Source: an optimization exercise on an open RTL-to-GDS flow (aim: small area, a short achievable clock period and few clock cycles per item). Production flows keep margins and buffers that such runs may drop. RTL that was checked went through simulation tests only; none was proved equivalent to the original. For runs 1 and 2, only the layout was checked, not whether the RTL still works. Power figures rest on the tool's default switching activity, not on a simulated workload.

$ cat design.v
package bcacs_pkg;
  localparam int REG_NUM_DEF  = 8;
  localparam int REG_BITS_DEF = 32;
  localparam int PC_BITS_DEF  = 8;
  localparam logic [7:0] OP_SBN_R = 8'd15;
  localparam logic [7:0] OP_HALT  = 8'd255;
  localparam logic [1:0] STAT_OK       = 2'd0;
  localparam logic [1:0] STAT_BAD_OP   = 2'd1;
  localparam logic [1:0] STAT_DIV_ZERO = 2'd2;
  localparam logic [1:0] STAT_BAD_REG  = 2'd3;
  localparam int LEN_HALT  = 1;
  localparam int LEN_SHORT = 3;
  localparam int LEN_LONG  = 4;
  typedef enum logic [2:0] {
    CL_MOV = 3'd0,
    CL_ADD = 3'd1,
    CL_SUB = 3'd2,
    CL_MUL = 3'd3,
    CL_DIV = 3'd4,
    CL_MOD = 3'd5,
    CL_CMP = 3'd6,
    CL_SBN = 3'd7
  } alu_cls_t;
  typedef enum logic [3:0] {
    ST_IDLE,
    ST_READ,
    ST_EXEC,
    ST_MUL,
    ST_DABS_L,
    ST_DABS_R,
    ST_DIV,
    ST_DFIX,
    ST_DONE
  } seq_state_t;
  typedef struct packed {
    logic       cmd;
    logic [7:0] opcode;
    logic [7:0] op_a;
    logic [7:0] op_b;
    logic [7:0] op_c;
  } in_req_t;
  typedef struct packed {
    logic [7:0]         next_pc;
    logic signed [31:0] written_value;
    logic               flag_equal;
    logic               flag_greater;
    logic               halted;
    logic [1:0]         status;
  } out_rsp_t;
endpackage
module byte_coded_alu_cpu_step (
  input  logic        clk,
  input  logic        rst_n,
  input  logic        in_valid,
  output logic        in_ready,
  input  logic [32:0] in_data,
  output logic        out_valid,
  input  logic        out_ready,
  output logic [44:0] out_data
);
  logic       req_v;
  logic       q_cmd, q_hop;
  logic [1:0] q_fst;               
  logic       q_mul, q_div, q_isdiv, q_cmp, q_sbn, q_len4;
  logic       q_sub, q_lzero, q_use2;
  logic [2:0] q_a, q_r1, q_r2;
  logic [7:0] q_imm, q_c;
  logic [7:0] d_op, d_a, d_b, d_c;
  logic [2:0] d_cls;
  logic       d_known, d_breg, d_creg, d_badreg, d_cs;
  always_comb begin
    d_op  = in_data[31:24];
    d_a   = in_data[23:16];
    d_b   = in_data[15:8];
    d_c   = in_data[7:0];
    d_cls = d_op[3:1];
    d_known = (d_op[7:4] == 4'd0);
    d_cs    = (d_cls == 3'd6) || (d_cls == 3'd7);
    case (d_cls)
      3'd0:       d_breg = !d_op[0];
      3'd6, 3'd7: d_breg = d_op[0];
      default:    d_breg = 1'b1;
    endcase
    d_creg   = d_op[0] && (d_cls != 3'd0) && !d_cs;
    d_badreg = (d_a[7:3] != 5'd0) || (d_breg && (d_b[7:3] != 5'd0)) ||
               (d_creg && (d_c[7:3] != 5'd0));
  end
  logic [31:0] rf [8];
  logic [7:0]  vld;
  logic [7:0]  pc_r;
  logic        eq_r, gt_r, halt_r;
  logic        ov_r;
  logic [44:0] od_r;
  logic        sk_v, sk_w;
  logic [2:0]  sk_a;
  logic [1:0]  sk_st;
  typedef enum logic [2:0] {U_IDLE, U_MUL, U_ALIGN, U_DIV, U_FIX} ustate_t;
  ustate_t     us;
  logic [31:0] P;        
  logic [32:0] M;        
  logic [31:0] Q;        
  logic        qm1;
  logic [4:0]  cnt;
  logic        u_sx, u_sy, u_isdiv;
  logic [2:0]  u_a;
  logic busy;
  assign busy = (us != U_IDLE);
  logic exec_fire;
  assign exec_fire = req_v && !busy && !sk_v;
  assign in_ready  = !req_v || exec_fire;
  logic [2:0]  ra1;
  logic [31:0] p1, p2;
  assign ra1 = sk_v ? sk_a : q_r1;
  assign p1  = vld[ra1]  ? rf[ra1]  : 32'd0;
  assign p2  = vld[q_r2] ? rf[q_r2] : 32'd0;
  logic [31:0] opl, opr, alu;
  assign opl = q_lzero ? 32'd0 : p1;
  assign opr = q_use2 ? p2 : {24'd0, q_imm};
  assign alu = q_sub ? (opl - opr) : (opl + opr);
  logic [7:0] pc_short, pc_long, pc_next_seq;
  assign pc_short = pc_r + 8'd3;
  assign pc_long  = pc_r + 8'd4;
  assign pc_next_seq = q_len4 ? pc_long : pc_short;
  function automatic logic [32:0] booth_mag(input logic [31:0] m, input logic [2:0] b);
    case (b)
      3'b001, 3'b010, 3'b101, 3'b110: booth_mag = {1'b0, m};
      3'b011, 3'b100:                 booth_mag = {m, 1'b0};
      default:                        booth_mag = 33'd0;
    endcase
  endfunction
  logic [33:0] ta, tb, tc, cs_s, cs_c, usum;
  logic        cin0, cin1;
  logic        n0, n1;
  logic [33:0] pp0, pp1;
  always_comb begin
    n0  = Q[1] && !(Q[0] && qm1);
    n1  = Q[3] && !(Q[2] && Q[1]);
    pp0 = {1'b0, booth_mag(M[31:0], {Q[1:0], qm1})} ^ {34{n0}};
    pp1 = {1'b0, booth_mag({M[29:0], 2'b00}, Q[3:1])} ^ {34{n1}};
    ta = {2'b00, P};
    tb = 34'd0;
    tc = 34'd0;
    cin0 = 1'b0;
    cin1 = 1'b0;
    case (us)
      U_MUL: begin
        tb = pp0; cin0 = n0;
        tc = pp1; cin1 = n1;
      end
      U_ALIGN: begin             
        cin1 = 1'b1;
      end
      U_DIV: begin               
        tb   = {M[32], M} ^ {34{!u_sy}};
        cin1 = !u_sy;
      end
      U_FIX: begin               
        ta   = 34'd0;
        tb   = ~{M[32], M};
        cin1 = 1'b1;
      end
      default: ;
    endcase
    cs_s = ta ^ tb ^ tc;
    cs_c = {((ta[32:0] & tb[32:0]) | (ta[32:0] & tc[32:0]) | (tb[32:0] & tc[32:0])), cin0};
    usum = cs_s + cs_c + {33'd0, cin1};
  end
  function automatic logic [5:0] clz32(input logic [31:0] v);
    logic [15:0] a1; logic [15:0] c1;
    logic [7:0]  a2; logic [1:0] c2 [8];
    logic [3:0]  a3; logic [2:0] c3 [4];
    logic [1:0]  a4; logic [3:0] c4 [2];
    logic [4:0]  c5;
    for (int i = 0; i < 16; i++) begin
      a1[i] = v[2*i+1] | v[2*i];
      c1[i] = !v[2*i+1];
    end
    for (int i = 0; i < 8; i++) begin
      a2[i] = a1[2*i+1] | a1[2*i];
      c2[i] = a1[2*i+1] ? {1'b0, c1[2*i+1]} : {1'b1, c1[2*i]};
    end
    for (int i = 0; i < 4; i++) begin
      a3[i] = a2[2*i+1] | a2[2*i];
      c3[i] = a2[2*i+1] ? {1'b0, c2[2*i+1]} : {1'b1, c2[2*i]};
    end
    for (int i = 0; i < 2; i++) begin
      a4[i] = a3[2*i+1] | a3[2*i];
      c4[i] = a3[2*i+1] ? {1'b0, c3[2*i+1]} : {1'b1, c3[2*i]};
    end
    c5 = a4[1] ? {1'b0, c4[1]} : {1'b1, c4[0]};
    clz32 = (a4[1] | a4[0]) ? {1'b0, c5} : 6'd32;
  endfunction
  logic [5:0] lz_d, lz_v0, lz_v;
  logic [6:0] sh_full;
  logic       sh_neg;
  logic [4:0] sh;
  always_comb begin
    lz_d    = clz32(P);
    lz_v0   = clz32(M[31:0] ^ {32{u_sy}});
    lz_v    = lz_v0[5] ? 6'd31 : lz_v0;
    sh_full = {1'b0, lz_v} - {1'b0, lz_d} + {6'd0, u_sx};
    sh_neg  = sh_full[6];
    sh      = sh_full[4:0];
  end
  logic        ge;
  logic [31:0] r_next, q_next, dval;
  logic        dneg;
  assign ge     = !usum[33];
  assign r_next = ge ? usum[31:0] : P;
  assign q_next = {Q[30:0], ge};
  assign dval   = u_isdiv ? q_next : r_next;
  assign dneg   = u_isdiv ? (u_sx ^ u_sy) : u_sx;
  logic mul_last;
  assign mul_last = (Q[31:3] == 29'd0) || (Q[31:3] == {29{1'b1}});
  logic        c_en, c_we, c_clr;
  logic [2:0]  c_wa;
  logic [31:0] c_wv;
  logic [7:0]  c_pc;
  logic        c_eq, c_gt, c_halt;
  logic [1:0]  c_st;
  logic        u_start_mul, u_start_div;
  logic        y_zero;
  assign y_zero = (opr == 32'd0);
  always_comb begin
    c_en = 1'b0; c_we = 1'b0; c_clr = 1'b0; c_wa = q_a; c_wv = alu;
    c_pc = pc_r; c_eq = eq_r; c_gt = gt_r; c_halt = halt_r; c_st = 2'd0;
    u_start_mul = 1'b0; u_start_div = 1'b0;
    if (exec_fire) begin
      c_en = 1'b1;
      if (q_cmd) begin
        c_clr = 1'b1; c_pc = 8'd0; c_halt = 1'b0;
      end else if (halt_r) begin
      end else if (q_hop) begin
        c_halt = 1'b1; c_pc = pc_r + 8'd1;
      end else if (q_fst != 2'd0) begin
        c_st = q_fst;
      end else if (q_mul) begin
        c_en = 1'b0; u_start_mul = 1'b1;
      end else if (q_div) begin
        if (y_zero) c_st = 2'd2;
        else begin c_en = 1'b0; u_start_div = 1'b1; end
      end else if (q_cmp) begin
        c_eq = (alu == 32'd0);
        c_gt = (alu != 32'd0) && !alu[31];
        c_pc = pc_short;
      end else begin
        c_we = 1'b1;
        c_pc = (q_sbn && alu[31]) ? q_c : pc_next_seq;
      end
    end else if (!sk_v) begin
      c_wa = u_a;
      c_pc = pc_long;
      case (us)
        U_MUL: if (mul_last) begin
          c_en = 1'b1; c_we = 1'b1; c_wv = usum[31:0];
        end
        U_ALIGN: if (sh_neg) begin
          c_en = 1'b1; c_we = 1'b1; c_wv = u_isdiv ? 32'd0 : (P ^ {32{u_sx}});
        end
        U_DIV: if (cnt == 5'd0 && !dneg) begin
          c_en = 1'b1; c_we = 1'b1; c_wv = dval;
        end
        U_FIX: begin
          c_en = 1'b1; c_we = 1'b1; c_wv = usum[31:0];
        end
        default: ;
      endcase
    end
  end
  logic consumed;
  assign consumed = ov_r && out_ready;
  always_ff @(posedge clk) begin
    if (in_valid && in_ready) begin
      q_cmd   <= in_data[32];
      q_hop   <= (d_op == 8'd255);
      q_fst   <= !d_known ? 2'd1 : (d_badreg ? 2'd3 : 2'd0);
      q_mul   <= (d_cls == 3'd3);
      q_div   <= (d_cls == 3'd4) || (d_cls == 3'd5);
      q_isdiv <= (d_cls == 3'd4);
      q_cmp   <= (d_cls == 3'd6);
      q_sbn   <= (d_cls == 3'd7);
      q_len4  <= (d_cls != 3'd0) && (d_cls != 3'd6);
      q_sub   <= (d_cls == 3'd2) || d_cs;
      q_lzero <= (d_cls == 3'd0) && d_op[0];
      q_use2  <= d_cs ? d_op[0] : d_creg;
      q_a     <= d_a[2:0];
      q_r1    <= d_cs ? d_a[2:0] : d_b[2:0];
      q_r2    <= d_cs ? d_b[2:0] : d_c[2:0];
      q_imm   <= (d_cls == 3'd0) ? (d_op[0] ? d_b : 8'd0) : (d_cs ? d_b : d_c);
      q_c     <= d_c;
    end
  end
  always_ff @(posedge clk) begin
    if (c_we) rf[c_wa] <= c_wv;
  end
  always_ff @(posedge clk) begin
    if (!rst_n) begin
      req_v  <= 1'b0;
      vld    <= 8'd0;
      pc_r   <= 8'd0;
      eq_r   <= 1'b0;
      gt_r   <= 1'b0;
      halt_r <= 1'b0;
      ov_r   <= 1'b0;
      sk_v   <= 1'b0;
      us     <= U_IDLE;
    end else begin
      if (in_valid && in_ready) req_v <= 1'b1;
      else if (exec_fire)       req_v <= 1'b0;
      for (int i = 0; i < 8; i++) begin
        if (c_clr) vld[i] <= 1'b0;
        else if (c_we && (c_wa == 3'(i))) vld[i] <= 1'b1;
      end
      if (c_en) begin
        pc_r   <= c_pc;
        eq_r   <= c_eq;
        gt_r   <= c_gt;
        halt_r <= c_halt;
      end
      if (sk_v) begin
        if (consumed) sk_v <= 1'b0;
      end else if (c_en && ov_r && !out_ready) begin
        sk_v <= 1'b1;
      end
      if (consumed) ov_r <= sk_v || c_en;
      else          ov_r <= ov_r || c_en;
      case (us)
        U_IDLE:  if (u_start_mul) us <= U_MUL; else if (u_start_div) us <= U_ALIGN;
        U_MUL:   if (mul_last && !sk_v) us <= U_IDLE;
        U_ALIGN: if (sh_neg) begin if (!sk_v) us <= U_IDLE; end else us <= U_DIV;
        U_DIV:   if (cnt == 5'd0) begin
                   if (dneg) us <= U_FIX; else if (!sk_v) us <= U_IDLE;
                 end
        U_FIX:   if (!sk_v) us <= U_IDLE;
        default: us <= U_IDLE;
      endcase
    end
  end
  always_ff @(posedge clk) begin
    if (sk_v) begin
      if (consumed) od_r <= {pc_r, sk_w ? p1 : 32'd0, eq_r, gt_r, halt_r, sk_st};
    end else if (c_en) begin
      if (!ov_r || out_ready) od_r <= {c_pc, c_we ? c_wv : 32'd0, c_eq, c_gt, c_halt, c_st};
      else begin
        sk_w  <= c_we;
        sk_a  <= c_wa;
        sk_st <= c_st;
      end
    end
  end
  always_ff @(posedge clk) begin
    if (u_start_mul) begin
      P   <= 32'd0;
      M   <= {1'b0, p1};
      Q   <= opr;
      qm1 <= 1'b0;
      u_a <= q_a;
    end else if (u_start_div) begin
      u_sx    <= p1[31];
      u_sy    <= opr[31];
      u_isdiv <= q_isdiv;
      P       <= p1 ^ {32{p1[31]}};
      M       <= {opr[31], opr};
      Q       <= 32'd0;
      u_a     <= q_a;
    end else begin
      case (us)
        U_MUL: if (!mul_last) begin
          P   <= usum[31:0];
          M   <= {1'b0, M[27:0], 4'd0};
          Q   <= {{4{Q[31]}}, Q[31:4]};
          qm1 <= Q[3];
        end
        U_ALIGN: if (!sh_neg) begin
          if (u_sx) P <= usum[31:0];
          M   <= M << sh;
          cnt <= sh;
        end
        U_DIV: if (!(cnt == 5'd0 && !dneg && sk_v)) begin
          P   <= r_next;
          Q   <= q_next;
          M   <= {M[32], M[32:1]};
          cnt <= cnt - 5'd1;
          if (cnt == 5'd0 && dneg) M <= {1'b0, dval};
        end
        default: ;
      endcase
    end
  end
  assign out_valid = ov_r;
  assign out_data  = od_r;
endmodule
$ cat run.sh
#!/bin/bash
# synth_recipe.tcl (not shown) runs the flow's synth.tcl, then flattens the netlist and writes it again
# the make line also repeats each setting of config.mk as NAME=value (left out here)
make -C /OpenROAD-flow-scripts/flow DESIGN_CONFIG=/design/flow/config.mk WORK_HOME=/design/flow/orfs CLKGATE_MAP_FILE= SYNTH_SCRIPT=/design/flow/synth_recipe.tcl finish
$ cat config.mk
export PLATFORM = sky130hd
export DESIGN_NAME = byte_coded_alu_cpu_step
export DESIGN_NICKNAME = byte_coded_alu_cpu_step
export VERILOG_FILES = /design/flow/design.v
export SDC_FILE = /design/flow/constraint.sdc
export NUM_CORES = 4
export LEC_CHECK = 0
export CAP_MARGIN = 20
export CORE_MARGIN = 2
export CORE_UTILIZATION = 30
export PLACE_DENSITY = 0.5
export SETUP_SLACK_MARGIN = 3
export SLEW_MARGIN = 20
$ cat constraint.sdc
create_clock -name core_clock -period 7.0 [get_ports {clk}]
set_input_delay 1.4000 -clock core_clock [delete_from_list [all_inputs] [get_ports {clk}]]
set_output_delay 1.4000 -clock core_clock [all_outputs]
set_load 0.01 [all_outputs]
==> results of run 1 <==
==> stage by stage <==
step	hold slack (ns)	setup slack (ns)	std cells
floorplan	0.400	0.703	4031
global placement	0.424	0.341	5611
detailed placement	0.432	0.206	5611
CTS	0.450	0.838	6040
global route	0.466	0.560	6129
finish	0.442	0.694	6131
==> kinds of logic after synthesis <==
family	count (synthesis)	synth area share [%]
flops	482	38.0
mux	195	7.97
fa+ha+maj	120	4.86
buf+inv	449	4.82
simple gates	1388	17.0
compound gates	1141	21.1
xor+xnor	256	6.19
==> synth_stat cells (all sizes together) (77+ instances only) <==
| cell type | count | area share, % |
|---|---|---|
| a21oi | 240 | 3.3 |
| a22oi | 92 | 1.9 |
| a31oi | 77 | 1.3 |
| clkbuf | 261 | 2.7 |
| edfxtp | 420 | 35 |
| ha | 84 | 2.9 |
| inv | 119 | 1.2 |
| mux2i | 94 | 2.6 |
| nand2 | 560 | 5.8 |
| nand3 | 115 | 1.6 |
| nor2 | 354 | 3.7 |
| nor3 | 113 | 1.6 |
| o21ai | 235 | 3.2 |
| xnor2 | 167 | 4.0 |
| xor2 | 88 | 2.1 |
==> worst reg2reg max path, stage by stage (launching register included) <==
cell and delay [ns]:
dfxtp_4 0.43, buf_6 0.20, bufbuf_16 0.34, o311ai_1 0.44, nor2_1 0.09, nor4_1 0.46
nand4_1 0.23, a21oi_2 0.25, o21a_1 0.24, o21a_1 0.27, xor2_1 0.13, ha_1 0.49
nand2_1 0.11, nand2_1 0.09, a221o_1 0.39, a221o_1 0.37, a31o_4 0.22, o221ai_2 0.14
xnor3_2 0.40, nand2b_4 0.27, mux2_4 0.33, o21ai_2 0.12, nand2_1 0.06
==> state kept, by name, indices dropped and copies added, names as in the netlist, 2 cells and up, named ones only <==
name and cells:
M 33, P 32, Q 32, cnt 5
od_r 45, pc_r 8, q_a 3, q_c 8
q_fst 2, q_imm 8, q_r1 3, q_r2 3
rf 256, sk_a 3, sk_st 2, u_a 3
us 3, vld 8
==> layout by cell type, fill, tap and decap left out, types with 63 or more instances in the layout <==
cell type        synthesis  routed
a22oi_1                 92      69
clkbuf_16                0      66
edfxtp_1               420     420
nand3_1                114     100
o21ai_0                232     140
a21oi_1                239     148
clkdlybuf4s50_1          0      83
inv_1                  117     110
nor3_1                 111      96
a21oi_2                  1      67
xnor2_1                167     155
mux2i_1                 94      63
buf_6                    4     140
nand2_1                559     521
nor2_1                 353     322
buf_4                    2     317
buf_12                   0      71
xor2_1                  88      75
mux4_2                  72      72
==> power groups by stage <==
stage | Sequential [W] | Combinational [W] | Clock [W]
4_1_cts | 0.00354 | 0.00767 | 0.00332
3_3_place_gp | 0.00359 | 0.00573 | 0
2_1_floorplan | 0.00351 | 0.00380 | 0
5_1_grt | 0.00356 | 0.00929 | 0.00342
6_report | 0.00355 | 0.00888 | 0.00328
3_5_place_dp | 0.00359 | 0.00570 | 0
==> cell type report <==
cell class              instances  area share [%]
clock buffers                  69            3.00
well taps                    1612            3.92
repair buffers                697            16.2
diodes                          2         0.00972
inverters                     120           0.896
flip-flops and latches        482            26.9
clock inverters                42           0.940
multi-input cells            3107            48.1
==> how the worst min path moves through the flow <==
stage          endpoint  slack, ns  cells after the start
2_1_floorplan   u_isdiv       0.40                      0
3_3_place_gp    u_isdiv       0.42                      0
3_5_place_dp    u_isdiv       0.43                      0
4_1_cts         u_isdiv       0.45                      0
5_1_grt         u_isdiv       0.47                      0
6_report        u_isdiv       0.44                      0
==> timing repair <==
action / CTS / global route
gates cloned: 59 / 8
resized for setup: 705 / 240
setup buffers: 259 / 81
pin swaps: 206 / 179
setup endpoints to repair: 808 / 802
==> layer usage <==
layer	up-vias	global-route usage, %
li1	16000	-
met1	18200	35.0
met2	2249	42.0
met3	581	4.86
met4	4	16.2
met5	-	0
==> flow_summary.yaml, run 1 <==
status:
  status: "finished clean"
timing:
  worst_pin_slew_ns: 1.12
  finalHoldViolations: 0
  setup_viol: 0
  min_period_ns: 6.31
  clock.fmax_mhz: 159
  clock_skew_ns: 0.0689
  maxSlewViolCount: 0
  rsz0062_at_grt: "yes"
  tns_ns: 0
  period_share_pct: 90.1
  relSlewSlack_pct: 25.1
cells_and_area:
  nFillCells: 11500
  nets: 4624
  multiInputGateArea_um2: 24800
  drive_gt1_share_pct: 30.9
  fin_area_um2: 51500
  regArea_um2: 13900
  syn2layout_area_growth_pct: 41.3
  fin_util_pct: 42.8
setup_path:
  timing.rr.end: "od_r[44]"
  end_kind: "flop"
  crit_family: "compound AO/OA/AOI/OAI gates"
  r2r_slack_ns: 0.69
  crit_type: "flop to flop"
  cp_cell_sequence: "buf_6 -> bufbuf_16 -> o311ai_1 -> nor2_1 -> nor4_1 -> nand4_1 -> a21oi_2 -> o21a_1 -> o21a_1 -> xor2_1 -> ha_1 -> nand2_1 -> nand2_1 -> a221o_1 -> a221o_1 -> a31o_4 -> o221ai_2 -> xnor3_2 -> nand2b_4 -> mux2_4 -> o21ai_2 -> nand2_1"
  cp_common_cell: "nand2_1"
  crit_path_max_fanout: 28
  crit_required_ns: 7.46
  cp-endpoint: "od_r[44]"
  cpPeakStageDelay_ns: 0.49
  critPathBufInv: 2
  arrival_ns: 6.77
  reg2reg_depth: 22
  cp_slowest_cell: "ha_1"
  cp.depth: 22
  cp-start-kind: "flop"
drt:
  first_pass_iters: 8
  wl_um: 178000
  met2_length_um: 78300
  num_vias: 37000
  wl_per_cell_um: 29.0
  wl_met3_um: 16500
  viasPerCell: 6.03
  highest_layer: "met5"
  post-route-drc-count: 0
  met1_length_um: 69400
  final_antenna_net_count: 0
  drtIter0Drc: 4648
grt:
  antenna_found_initial: 5
  grt_use_total_pct: 27.0
  gr-total-overflow: 0
  grt_pass1_wl_um: 249000
  grt_max_degree: 69
  grt_pass1_vias: 34800
job:
  maxCapViolCount: 0
yosys:
  async_reset_ff_share_pct: 0
  yosys_warnings: 7
  synth_fp_nets: 4188
  postSynthAreaPerCell_um2: 9.04
  synth_flop_cell: "edfxtp_1"
  synthesis.instances: 4031
  yosysSeqAreaShare_pct: 38.0
  syn_area_um2: 36400
  synth_seq_cells: 482
  synth-edff-count: 420
  ys_types: 96
power:
  switching_power_w: 0.00658
  internal-power_w: 0.00913
  irDropWorstVdd_mv: 0.523
  power_w: 0.0157
  clkPwrFrac_pct: 20.9
  p_per_area_nw_per_um2: 305
  combPwrFrac_pct: 56.5
  leakage_nw: 19.2
  switching_share_pct: 41.9
  seq_power_share_pct: 22.6
floorplanning:
  die_w_um: 353
  io_pins: 84
  start_util_pct: 30.3
  row_count: 127
  die_area_um2: 124000
  die_h_um: 353
  coreArea_um2: 120000
clock_tree:
  clk_path_buf_depth: 3
  cts_sinks: 482
  clock_latency_ns: 0.72
  cts_buffers: 59
  cts_root_buf: "clkbuf_16"
  cts_tree: "built"
  htreeDepth: 2
  clkTransAtPathRegs_ns: 0.07
  cts_hold_buf: 0
placed_design:
  dpl.hpwl_um: 113000
  place_congestion: 0.978
  port_buffers: 83
  placed_area_um2: 40800
min_path:
  worstHoldStart: "q_isdiv"
  min_path_type: "flop to flop"
==> inputs of run 2 (changes only) <==
--- a/config.mk
+++ b/config.mk
@@ -9,5 +9,4 @@
 export CORE_MARGIN = 2
 export CORE_UTILIZATION = 30
 export PLACE_DENSITY = 0.5
-export SETUP_SLACK_MARGIN = 3
 export SLEW_MARGIN = 20
==> run 2 against run 1 <==
Largest cell class unchanged. Hold slack got worse by 0.0048 ns. Fmax is 6.3% lower. Critical path type unchanged. Worst setup slack worse by 0.42 ns. Sequential share of layout area rose by 5.7 points. Clock skew fell by 0.019 ns. Global-route usage is 3.3 points lower. Non-clock buffer count decreased by 367. Wire length fell by 14%. Synthesized cell count is the same. Die area stayed put. Total power is 19% lower.
==> flow_summary.yaml, run 2 <==
power:
  clkPwrFrac_pct: 25.6
  internal-power_w: 0.00747
  irDropWorstVdd_mv: 0.793
  p_per_area_nw_per_um2: 300
  switching_share_pct: 41.4
  combPwrFrac_pct: 46.6
  seq_power_share_pct: 27.9
  power_w: 0.0127
  switching_power_w: 0.00528
  leakage_nw: 15.7
yosys:
  synth_common_cells: "nand2_1 (559), edfxtp_1 (420), nor2_1 (353), clkbuf_1 (260), a21oi_1 (239)"
  yosys_warnings: 7
  ys_top_cells_by_area: "edfxtp_1 (35%), nand2_1 (5.8%), mux4_2 (4.4%), xnor2_1 (4.0%), nor2_1 (3.6%)"
  synthesis.instances: 4031
  async_reset_ff_share_pct: 0
  postSynthAreaPerCell_um2: 9.04
  yosysSeqAreaShare_pct: 38.0
  synth_flop_cell: "edfxtp_1"
  ys_types: 96
  synth_fp_nets: 4188
  synth_seq_cells: 482
  synth_area_leader_cell: "edfxtp_1"
  synth-edff-count: 420
  yosysMostFrequentCell: "nand2_1"
  syn_area_um2: 36400
  yosysTopAreaCellShare_pct: 34.6
cells_and_area:
  syn2layout_area_growth_pct: 16.5
  final_cell_mix: "nand2_1 (559), edfxtp_1 (420), nor2_1 (350), a21oi_1 (236), o21ai_0 (231)"
  layout_commonest_cell: "nand2_1"
  fin_util_pct: 35.3
  largest_register_ffs: 256
  nets: 4248
  regMostFlops: "rf"
  reg_top3: "rf (256), od_r (45), M (33)"
  drive_gt1_share_pct: 12.4
setup_path:
  cp_slowest_cell: "a21oi_1"
  arrival_ns: 7.23
  timing.rr.end: "od_r[12]"
  cp-start-kind: "flop"
  cpPeakStageDelay_ns: 0.74
  crit_required_ns: 7.50
  r2r_slack_ns: 0.27
  reg2reg_depth: 28
  end_kind: "flop"
  crit_path_max_fanout: 14
  r2r_start: "u_sy"
  crit_type: "flop to flop"
drt:
  first_pass_iters: 9
  num_vias: 33600
  wl_per_cell_um: 26.5
  drtIter0Drc: 4572
  viasPerCell: 5.85
  final_antenna_net_count: 0
  wl_um: 152000
  post-route-drc-count: 0
clock_tree:
  clkTransAtPathRegs_ns: 0.07
  clock_latency_ns: 0.71
  cts_tree: "built"
  clk_path_buf_depth: 3
  cts_buffers: 57
  cts_root_buf: "clkbuf_16"
  htreeDepth: 2
  cts_hold_buf: 0
  cts_sinks: 482
floorplanning:
  io_pins: 84
  row_count: 127
  die_h_um: 353
  die_w_um: 353
  start_util_pct: 30.3
  coreArea_um2: 120000
  die_area_um2: 124000
grt:
  grt_max_degree: 76
  grt_pass1_vias: 32000
  antenna_found_initial: 5
  grt_use_total_pct: 23.7
  gr-total-overflow: 0
  grt_pass1_wl_um: 223000
placed_design:
  dpl.hpwl_um: 112000
  place_congestion: 0.929
  port_buffers: 83
min_path:
  min_path_type: "flop to flop"
  hold_path_end: "u_isdiv"
  hold_depth: 0
  worstHoldStart: "q_isdiv"
timing:
  whs_ns: 0.437
  maxSlewViolCount: 0
  finalHoldViolations: 0
  min_period_ns: 6.73
  setup_viol: 0
  relSlewSlack_pct: 26.0
  clock.fmax_mhz: 149
  worst_pin_slew_ns: 1.11
  rsz0062_at_grt: "no"
  clock_skew_ns: 0.0499
  period_share_pct: 96.1
status:
  status: "finished clean"
job:
  maxCapViolCount: 0
run 2: cell counts after synthesis:
Identical to the previous run, type by type.
run 2: layout make-up:
class	instances	area (um2)
Clock buffer	62	1450
Sequential cell	482	13900
Clock inverter	45	548
Tap cell	1612	2020
Fill cell	12300	77800
Inverter	120	450
Antenna cell	2	5.00
Multi-Input combinational cell	3100	21100
Timing Repair Buffer	330	3050
run 2: logic make-up (layout without fill, tap and decap cells):
kind of cell	count (synthesis)	count (layout)	synth area share (%)
AOI/OAI and AO/OA	1141	1141	21.1
xor gates and xnor gates	256	256	6.19
adders and majority gates	120	120	4.86
buffers and inverters	449	557	4.82
DFF	482	482	38.0
muxes	195	195	7.97
other	0	2	0
and+or+nand+nor	1388	1388	17.0
run 2: metal layers:
| metal | up-vias | part of all wire [%] | global-route usage (%) |
|---|---|---|---|
| li1 | 15200 | - | - |
| met1 | 16600 | 44 | 33.2 |
| met2 | 1601 | 45 | 37.1 |
| met3 | 288 | 8.1 | 3.73 |
| met4 | 2 | 3.8 | 8.05 |
| met5 | - | 0.0092 | 0 |
run 2: worst max path at each step:
stage                        from       end  slack, ns
after floorplan              u_sy  rf[2][0]      -1.25
after global placement    q_r2[0]  od_r[44]       0.32
after detailed placement  q_r2[0]  od_r[44]       0.27
after CTS                 q_r2[0]  od_r[44]       0.26
after global routing         flop   pc_r[3]       0.02
final                        u_sy  od_r[12]       0.27
run 2: critical path: cells and delay by family (launching register included):
family	cells	cell delay [ns]
AO/OA/AOI/OAI	14	3.61
adder cells (fa/ha/maj)	3	0.78
buffers and inverters	3	0.57
flip-flops	1	0.45
AND/OR/NAND/NOR	8	1.09
run 2: metrics by stage:
stage | setup WS [ns] | cell area [um2] | cells | TNS (ns)
finish | 0.272 | 42500 | 5753 | 0
global route | 0.0216 | 42500 | 5751 | 0
CTS | 0.262 | 42400 | 5751 | 0
detailed placement | 0.275 | 40500 | 5644 | 0
global placement | 0.318 | 40500 | 5644 | 0
floorplan | -1.25 | 36500 | 4031 | -197.06
run 2: power by group through the flow:
stage,combinational [W],sequential [W],clock [W]
floorplan,0.00366,0.00351,0
finish,0.00594,0.00355,0.00326
global placement,0.00577,0.00361,0
detailed placement,0.00576,0.00361,0
global route,0.00634,0.00356,0.00342
CTS,0.00579,0.00355,0.00332
run 2: repair_timing:
item                                    4_1_cts  5_1_grt
gates resized for setup                       0        3
endpoints found under the setup margin        0        7
buffers inserted                              0        0
==> inputs of run 3 (changes only) <==
--- a/design.v
+++ b/design.v
@@ -165,40 +165,21 @@
     cs_c = {((ta[32:0] & tb[32:0]) | (ta[32:0] & tc[32:0]) | (tb[32:0] & tc[32:0])), cin0};
     usum = cs_s + cs_c + {33'd0, cin1};
   end
-  function automatic logic [5:0] clz32(input logic [31:0] v);
-    logic [15:0] a1; logic [15:0] c1;
-    logic [7:0]  a2; logic [1:0] c2 [8];
-    logic [3:0]  a3; logic [2:0] c3 [4];
-    logic [1:0]  a4; logic [3:0] c4 [2];
-    logic [4:0]  c5;
-    for (int i = 0; i < 16; i++) begin
-      a1[i] = v[2*i+1] | v[2*i];
-      c1[i] = !v[2*i+1];
-    end
-    for (int i = 0; i < 8; i++) begin
-      a2[i] = a1[2*i+1] | a1[2*i];
-      c2[i] = a1[2*i+1] ? {1'b0, c1[2*i+1]} : {1'b1, c1[2*i]};
-    end
-    for (int i = 0; i < 4; i++) begin
-      a3[i] = a2[2*i+1] | a2[2*i];
-      c3[i] = a2[2*i+1] ? {1'b0, c2[2*i+1]} : {1'b1, c2[2*i]};
-    end
-    for (int i = 0; i < 2; i++) begin
-      a4[i] = a3[2*i+1] | a3[2*i];
-      c4[i] = a3[2*i+1] ? {1'b0, c3[2*i+1]} : {1'b1, c3[2*i]};
-    end
-    c5 = a4[1] ? {1'b0, c4[1]} : {1'b1, c4[0]};
-    clz32 = (a4[1] | a4[0]) ? {1'b0, c5} : 6'd32;
+  function automatic logic [5:0] bitlen(input logic [31:0] v);
+    logic [5:0] n;
+    n = 6'd0;
+    for (int i = 0; i < 32; i++) if (v[i]) n = 6'(i + 1);
+    bitlen = n;
   endfunction
-  logic [5:0] lz_d, lz_v0, lz_v;
+  logic [5:0] bl_d, bl_v0, bl_v;
   logic [6:0] sh_full;
   logic       sh_neg;
   logic [4:0] sh;
   always_comb begin
-    lz_d    = clz32(P);
-    lz_v0   = clz32(M[31:0] ^ {32{u_sy}});
-    lz_v    = lz_v0[5] ? 6'd31 : lz_v0;
-    sh_full = {1'b0, lz_v} - {1'b0, lz_d} + {6'd0, u_sx};
+    bl_d    = bitlen(P) + {5'd0, u_sx};
+    bl_v0   = bitlen(M[31:0] ^ {32{u_sy}});
+    bl_v    = (bl_v0 == 6'd0) ? 6'd1 : bl_v0;
+    sh_full = {1'b0, bl_d} - {1'b0, bl_v};
     sh_neg  = sh_full[6];
     sh      = sh_full[4:0];
   end
==> run 3 against run 2 <==
Critical endpoint is now M[28]. Combinational power shrank 17%. Largest cell class unchanged. Global-route usage shrank 0.64 points. Hold slack lost 0.011 ns. Total power shrank 9.5%. Largest power group unchanged. Worst setup slack lost 0.045 ns. Clock skew shrank 0.0015 ns. Highest routed layer unchanged. Non-clock buffer count grew 53. Area after synthesis shrank 1.0%. Still clean.
==> flow_summary.yaml, run 3 <==
status:
  status: "finished clean"
grt:
  antenna_found_initial: 4
  grt_pass1_wl_um: 212000
  grt_max_degree: 68
  gr-total-overflow: 0
  grt_use_total_pct: 23.1
  grt_pass1_vias: 30100
placed_design:
  port_buffers: 83
  dpl_worst_slack_ns: -0.340
  place_congestion: 0.956
  dpl.hpwl_um: 107000
  placed_area_um2: 40500
setup_path:
  reg2reg_depth: 25
  timing.rr.end: "M[28]"
  end_kind: "flop"
  crit_required_ns: 7.37
  cpPeakStageDelay_ns: 0.58
  cp_slowest_cell: "fa_2"
  cp-start-kind: "flop"
  arrival_ns: 7.14
  crit_path_max_fanout: 11
  r2r_start: "u_sy"
  crit_type: "flop to flop"
  r2r_slack_ns: 0.23
min_path:
  worstHoldStart: "q_isdiv"
  min_path_type: "flop to flop"
  hold_depth: 0
  hold_path_end: "u_isdiv"
clock_tree:
  cts_sinks: 482
  cts_root_buf: "clkbuf_16"
  cts_tree: "built"
  htreeDepth: 2
  cts_hold_buf: 0
  clock_latency_ns: 0.68
  clk_path_buf_depth: 3
  clkTransAtPathRegs_ns: 0.07
  cts_buffers: 57
cells_and_area:
  fin_util_pct: 35.7
  reg_top3: "rf (256), od_r (45), M (33)"
  final_cell_mix: "edfxtp_1 (420), nand2_1 (333), nor2_1 (310), buf_4 (268), a21oi_1 (217)"
  drive_gt1_share_pct: 17.3
  antennaDiodeCount: 0
  fin_area_um2: 42700
  layout_commonest_cell: "edfxtp_1"
  syn2layout_area_growth_pct: 18.4
  largest_register_ffs: 256
  nets: 3913
  regMostFlops: "rf"
  nFillCells: 12100
timing:
  clock.fmax_mhz: 148
  worst_pin_slew_ns: 1.22
  relSlewSlack_pct: 18.4
  min_period_ns: 6.77
  period_share_pct: 96.8
  fin_ws_ns: 0.227
  finalHoldViolations: 0
  clock_skew_ns: 0.0484
  setup_viol: 0
  whs_ns: 0.426
  maxSlewViolCount: 0
  rsz0062_at_grt: "yes"
drt:
  first_pass_iters: 8
  num_vias: 31200
  final_antenna_net_count: 0
  wl_per_cell_um: 26.6
  wl_um: 144000
  drtIter0Drc: 3882
  viasPerCell: 5.76
  post-route-drc-count: 0
yosys:
  yosysMostFrequentCell: "edfxtp_1"
  yosys_warnings: 1
  ys_top_cells_by_area: "edfxtp_1 (35%), mux4_2 (8.2%), xnor2_1 (3.7%), nand2_1 (3.5%), dfxtp_1 (3.4%)"
  synth_seq_cells: 482
  synth_common_cells: "edfxtp_1 (420), nand2_1 (333), nor2_1 (325), clkbuf_1 (225), a21oi_1 (220)"
  yosys.area_share.simple_pct: 14.0
  synth_xor_area_share_pct: 6.09
  synth_top_family_by_area: "compound AO/OA/AOI/OAI gates"
  async_reset_ff_share_pct: 0
  synthesis.instances: 3607
  synth_fa_ha_area_share_pct: 4.81
  yosysSeqAreaShare_pct: 38.4
  yosysTopAreaCellShare_pct: 35.0
  synth-compound-area-share_pct: 18.5
  synth_area_leader_cell: "edfxtp_1"
  postSynthAreaPerCell_um2: 10.0
  synth_fp_nets: 3761
  syn_area_um2: 36100
  ys_types: 98
  muxShareOfSynthArea_pct: 14.1
  synth-edff-count: 420
  synth_flop_cell: "edfxtp_1"
floorplanning:
  io_pins: 84
  die_area_um2: 123000
  die_h_um: 351
  coreArea_um2: 120000
  die_w_um: 351
  row_count: 127
  start_util_pct: 30.2
job:
  maxCapViolCount: 0
power:
  leakage_nw: 15.4
  p_per_area_nw_per_um2: 270
  power_w: 0.0115
  irDropWorstVdd_mv: 0.362
==> run 3: changes by cell type after synthesis, moves of 35 or more <==
cell      change
nand2_1     -226
mux4_2       +59
nand3_1      -46
a31oi_1      -44
inv_1        -43
clkbuf_1     -35
==> run 3: kinds of logic (layout without fill, tap and decap cells) <==
| group | Yosys count | after routing |
|---|---|---|
| multiplexers | 303 | 303 |
| adder cells (fa/ha/maj) | 117 | 117 |
| buffers and inverters | 366 | 566 |
| AND/OR/NAND/NOR | 1087 | 1087 |
| XOR/XNOR | 251 | 251 |
| AO/OA/AOI/OAI | 1001 | 1001 |
| flip-flops | 482 | 482 |
==> run 3: layout make-up <==
class	instances	area [um2]	area share, %
tap	1612	2020	4.72
inverter	76	285	0.668
timing repair buffer	383	3480	8.15
multi-input combinational	2759	21100	49.4
clock buffer	65	1500	3.51
sequential	482	13900	32.5
clock inverter	42	469	1.10
==> run 3: where the power goes <==
part	leakage [nW]	internal [W]	switching [W]
clock	0.953	0.00184	0.00131
combinational	10.1	0.00207	0.00286
sequential	4.35	0.00330	0.000164
total	15.4	0.00720	0.00433
==> run 3: how the worst max path moves through the flow <==
stage | start | end | slack (ns)
after CTS | u_sy | M[28] | 0.05
after detailed placement | u_sy | M[24] | -0.34
after global placement | u_sy | M[24] | -0.21
final | u_sy | M[28] | 0.23
after floorplan | u_sy | rf[2][0] | -0.005
after global routing | u_sy | rf[5][3] | -0.004
==> run 3: per-stage QoR <==
stage,TNS [ns],cells
3_3_place_gp,-0.373,5307
5_1_grt,-0.0127,5419
4_1_cts,0,5415
6_report,0,5419
3_5_place_dp,-0.690,5307
2_1_floorplan,-0.337,3607
==> run 3: repair_timing <==
item	4_1_cts	5_1_grt
buffers inserted	1	3
gates cloned	0	1
gates resized for setup	5	39
pin swaps	1	4
setup endpoints to repair	5	291
==> run 3: critical path: cells and delay by family, from the launching register on <==
family                     cells  cell delay (ns)
AOI/OAI and AO/OA             17             3.59
adders and majority gates      2             0.83
and+or+nand+nor                3             0.66
DFF                            1             0.55
muxes                          1             0.36
xor gates and xnor gates       1             0.25
buffers and inverters          1             0.21
==> run 3: per-layer routing <==
metal | global-route usage (%) | routed length (um) | share of wire, %
met5 | 0 | 11 | 0.0076
met3 | 4.05 | 11900 | 8.3
met2 | 35.7 | 63800 | 44
met1 | 32.7 | 63200 | 44
met4 | 7.02 | 4990 | 3.5
Testbench counts of run 3, summed over its fixed seeds: cycles 51,230, items 24,000.

## what the ideal ports hide
The results above use ideal ports. As a check the final layouts listed here were re-extracted and re-timed, cells and wires unchanged.
Step 1 assumes that a clkbuf_16 drives the clock port and a buf_2 every other input.
Step 2 adds t to the input delays and takes it off the output delays; t is the mean of the earliest and latest rising clock arrival at the registers after step 1. Input paths then give back, and output paths get back, about the clock's delay inside the block.
Three values: ideal, step 1, step 2; two values: the first two.
run | shift t [ns] | slack for setup (ns) | pins driven straight from the clock port
run 1 | 0.751 | 0.694 / 0.694 / 0.694 | 1
run 2 | 0.757 | 0.272 / 0.272 / 0.272 | 1
run 3 | 0.724 | 0.227 / 0.227 / 0.227 | 1
After both steps every run listed still meets setup and hold.
